Context: an optimization exercise on an open-source flow, tuned for small area. The choices shown serve that exercise and are no tape-out recipe.
In this exercise RTL edits were held to simulation tests only and were not proved equivalent to the original.
Power figures rest on the tool's default switching activity, not on a simulated workload.

==> module white_ball_motion, before the edit <==
module white_ball_motion (
	input  logic                     clk,
	input  logic                     resetN,
	input  logic                     start_of_frame,
	input  logic                     hit,
	input  logic                     can_cont,
	input  logic [11-1:0] cursor_x,
	input  logic [11-1:0] cursor_y,
	input  logic [4-1:0] power,
	input  logic                     pocket,
	input  logic                     fast_gift,
	input  logic                     slow_gift,
	output logic signed [12-1:0] pos_x,
	output logic signed [12-1:0] pos_y,
	output logic signed [16-1:0] speed_x,
	output logic signed [16-1:0] speed_y,
	output logic                     moving
);
	logic [17:0] px, py;
	logic [15:0] vx, vy;
	logic        req_level_q, req_q, shot_valid_q;
	logic        req_d;
	logic [12:0] dx_q, dy_q;
	logic [3:0]  pow_q;
	logic [12:0] shot_x_q;
	logic [18:0] dx_s, dy_s;
	logic [12:0] m_d;
	logic [3:0]  m_p;
	logic [12:0] row0, row1, row2, row3;
	logic [18:0] acc1, acc2, acc3;
	logic [12:0] prod;
	logic        ovf, pos_ovf, neg_ovf;
	logic [12:0] m_sat;
	assign req_d = hit & can_cont & ~req_level_q;
	assign dx_s = ball_pkg::wb_add18({{6{px[17]}}, px[17:6]}, {7'h7f, ~cursor_x}, 1'b1);
	assign dy_s = ball_pkg::wb_add18({{6{py[17]}}, py[17:6]}, {7'h7f, ~cursor_y}, 1'b1);
	assign m_d = shot_valid_q ? dy_q : dx_q;
	assign m_p = pow_q;
	assign row0 = m_d & {13{m_p[0]}};
	assign row1 = {m_d[11:0], 1'b0} & {13{m_p[1]}};
	assign row2 = {m_d[10:0], 2'b0} & {13{m_p[2]}};
	assign row3 = {m_d[9:0], 3'b0} & {13{m_p[3]}};
	assign acc1 = ball_pkg::wb_add18({5'd0, row0}, {5'd0, row1}, 1'b0);
	assign acc2 = ball_pkg::wb_add18({5'd0, acc1[12:0]}, {5'd0, row2}, 1'b0);
	assign acc3 = ball_pkg::wb_add18({5'd0, acc2[12:0]}, {5'd0, row3}, 1'b0);
	assign prod = acc3[12:0];
	assign ovf = (m_p[1] && m_d[12] != m_d[11]) ||
	             (m_p[2] && m_d[12:10] != {3{m_d[12]}}) ||
	             (m_p[3] && m_d[12:9] != {4{m_d[12]}}) ||
	             (row0[12] == row1[12] && acc1[12] != row0[12]) ||
	             (acc1[12] == row2[12] && acc2[12] != acc1[12]) ||
	             (acc2[12] == row3[12] && acc3[12] != acc2[12]);
	assign pos_ovf = !m_d[12] && ovf;
	assign neg_ovf = m_d[12] && (ovf || prod == 13'h1000);
	assign m_sat   = pos_ovf ? 13'h0fff : neg_ovf ? 13'h1001 : prod;
	always_ff @(posedge clk or negedge resetN) begin
		if (!resetN) begin
			req_level_q  <= 1'b0;
			req_q        <= 1'b0;
			shot_valid_q <= 1'b0;
		end else begin
			req_level_q  <= hit & can_cont;
			req_q        <= req_d;
			shot_valid_q <= req_q;
		end
	end
	always_ff @(posedge clk) begin
		dx_q     <= dx_s[12:0];
		shot_x_q <= m_sat;
		if (req_d) begin
			dy_q  <= dy_s[12:0];
			pow_q <= power;
		end
	end
	logic        sx, sy;
	logic [14:0] ax, ay;
	logic [18:0] dif;
	logic        d_neg, d_zero, d_m1, d_p1;
	logic        dec_x, dec_y;
	assign sx = speed_x[15];
	assign sy = speed_y[15];
	assign ax = speed_x[14:0] ^ {15{sx}};
	assign ay = speed_y[14:0] ^ {15{sy}};
	assign dif = ball_pkg::wb_add18({3'b000, ax}, {3'b111, ~ay}, 1'b1);
	assign d_neg  = dif[15];
	assign d_zero = dif[15:0] == 16'd0;
	assign d_m1   = dif[15:0] == 16'hffff;
	assign d_p1   = dif[15:0] == 16'd1;
	always_comb begin
		case ({sx, sy})
			2'b10: begin
				dec_x = !d_neg || d_m1;
				dec_y = d_neg;
			end
			2'b01: begin
				dec_x = !d_neg && !d_zero;
				dec_y = d_neg || d_zero || d_p1;
			end
			default: begin
				dec_x = !d_neg;
				dec_y = d_neg || d_zero;
			end
		endcase
	end
	wb_axis #(
		.START_RAW (18'(280 * 64)),
		.HIGH_EDGE ((639 - 62) * 64)
	) u_x (
		.clk (clk), .resetN (resetN), .pocket (pocket), .sof (start_of_frame),
		.shot_valid (shot_valid_q), .slow_gift (slow_gift), .fast_gift (fast_gift),
		.shot (shot_x_q), .dec (dec_x), .p_q (px), .v_q (vx)
	);
	wb_axis #(
		.START_RAW (18'(185 * 64)),
		.HIGH_EDGE ((479 - 62) * 64)
	) u_y (
		.clk (clk), .resetN (resetN), .pocket (pocket), .sof (start_of_frame),
		.shot_valid (shot_valid_q), .slow_gift (slow_gift), .fast_gift (fast_gift),
		.shot (m_sat), .dec (dec_y), .p_q (py), .v_q (vy)
	);
	always_ff @(posedge clk or negedge resetN) begin
		if (!resetN) begin
			speed_x <= '0;
			speed_y <= '0;
		end else begin
			speed_x <= vx;
			speed_y <= vy;
		end
	end
	assign pos_x  = px[17:6];
	assign pos_y  = py[17:6];
	assign moving = |{speed_x, speed_y};
endmodule
Settings: LEC_CHECK=0, CAP_MARGIN=20, CORE_MARGIN=2, CORE_UTILIZATION=40, CTS_BUF_LIST=sky130_fd_sc_hd__clkbuf_4 sky130_fd_sc_hd__clkbuf_8, SLEW_MARGIN=20; clock period 10.0 ns.
run.sh (not shown) runs the stock make flow with config.mk's settings and CLKGATE_MAP_FILE= SYNTH_SCRIPT=/design/flow/synth_recipe.tcl, a recipe that flattens the netlist after the stock synthesis.
Then changed:
--- a/flow/design.v
+++ b/flow/design.v
@@ -100,9 +100,8 @@
 	logic [15:0] vx, vy;
 	logic        req_level_q, req_q, shot_valid_q;
 	logic        req_d;
-	logic [12:0] dx_q, dy_q;
+	logic [12:0] xr_q, dy_q;    
 	logic [3:0]  pow_q;
-	logic [12:0] shot_x_q;
 	logic [18:0] dx_s, dy_s;
 	logic [12:0] m_d;
 	logic [3:0]  m_p;
@@ -114,7 +113,7 @@
 	assign req_d = hit & can_cont & ~req_level_q;
 	assign dx_s = ball_pkg::wb_add18({{6{px[17]}}, px[17:6]}, {7'h7f, ~cursor_x}, 1'b1);
 	assign dy_s = ball_pkg::wb_add18({{6{py[17]}}, py[17:6]}, {7'h7f, ~cursor_y}, 1'b1);
-	assign m_d = shot_valid_q ? dy_q : dx_q;
+	assign m_d = shot_valid_q ? dy_q : xr_q;
 	assign m_p = pow_q;
 	assign row0 = m_d & {13{m_p[0]}};
 	assign row1 = {m_d[11:0], 1'b0} & {13{m_p[1]}};
@@ -145,8 +144,7 @@
 		end
 	end
 	always_ff @(posedge clk) begin
-		dx_q     <= dx_s[12:0];
-		shot_x_q <= m_sat;
+		xr_q <= req_q ? m_sat : dx_s[12:0];
 		if (req_d) begin
 			dy_q  <= dy_s[12:0];
 			pow_q <= power;
@@ -188,7 +186,7 @@
 	) u_x (
 		.clk (clk), .resetN (resetN), .pocket (pocket), .sof (start_of_frame),
 		.shot_valid (shot_valid_q), .slow_gift (slow_gift), .fast_gift (fast_gift),
-		.shot (shot_x_q), .dec (dec_x), .p_q (px), .v_q (vx)
+		.shot (xr_q), .dec (dec_x), .p_q (px), .v_q (vx)
 	);
 	wb_axis #(
 		.START_RAW (18'(185 * 64)),
The new run completed with no timing, DRC or antenna violations.
Total power falls by 8.0%.
Via count stays flat.
Cell count falls by 2.8%.
Synthesized area falls by 0.85%.
Global-route usage rises by 0.70 points.
Cell area falls by 0.82%.
Critical path depth falls by 1.

-- port drivers added, routing unchanged --
The flow's constraints put no driver on any port. The routed layouts listed below were extracted and timed again, unchanged, in two steps.
Step 1 (the two cells are an assumption about what drives the block):
set clk [get_ports {clk}]
set_driving_cell -lib_cell sky130_fd_sc_hd__clkbuf_16 $clk
set_driving_cell -lib_cell sky130_fd_sc_hd__buf_2 [delete_from_list [all_inputs] $clk]
Step 2 times the ports against the registers' clock, not the clock port: input delays grow and output delays shrink by t, the midpoint of the rising clock arrivals with the driver on.
Three values: ideal, step 1, step 2; two values: the first two.
| run | t (ns) | setup slack, ns | worst setup path at the end | clock arrival spread, ns | worst data-port slew with drivers (ns) |
|---|---|---|---|---|---|
| the first run | 0.513 | 0.811 / 0.797 / 0.284 | input to register | 0.025 / 0.024 | 0.06 |
| the second run | 0.495 | 0.687 / 0.676 / 0.181 | input to register | 0.017 / 0.017 | 0.07 |
After both steps setup and hold are still met in every run listed. For the first run, which loses most, drivers alone change the setup slack by -0.014 ns; drivers and shift together by -0.527 ns.
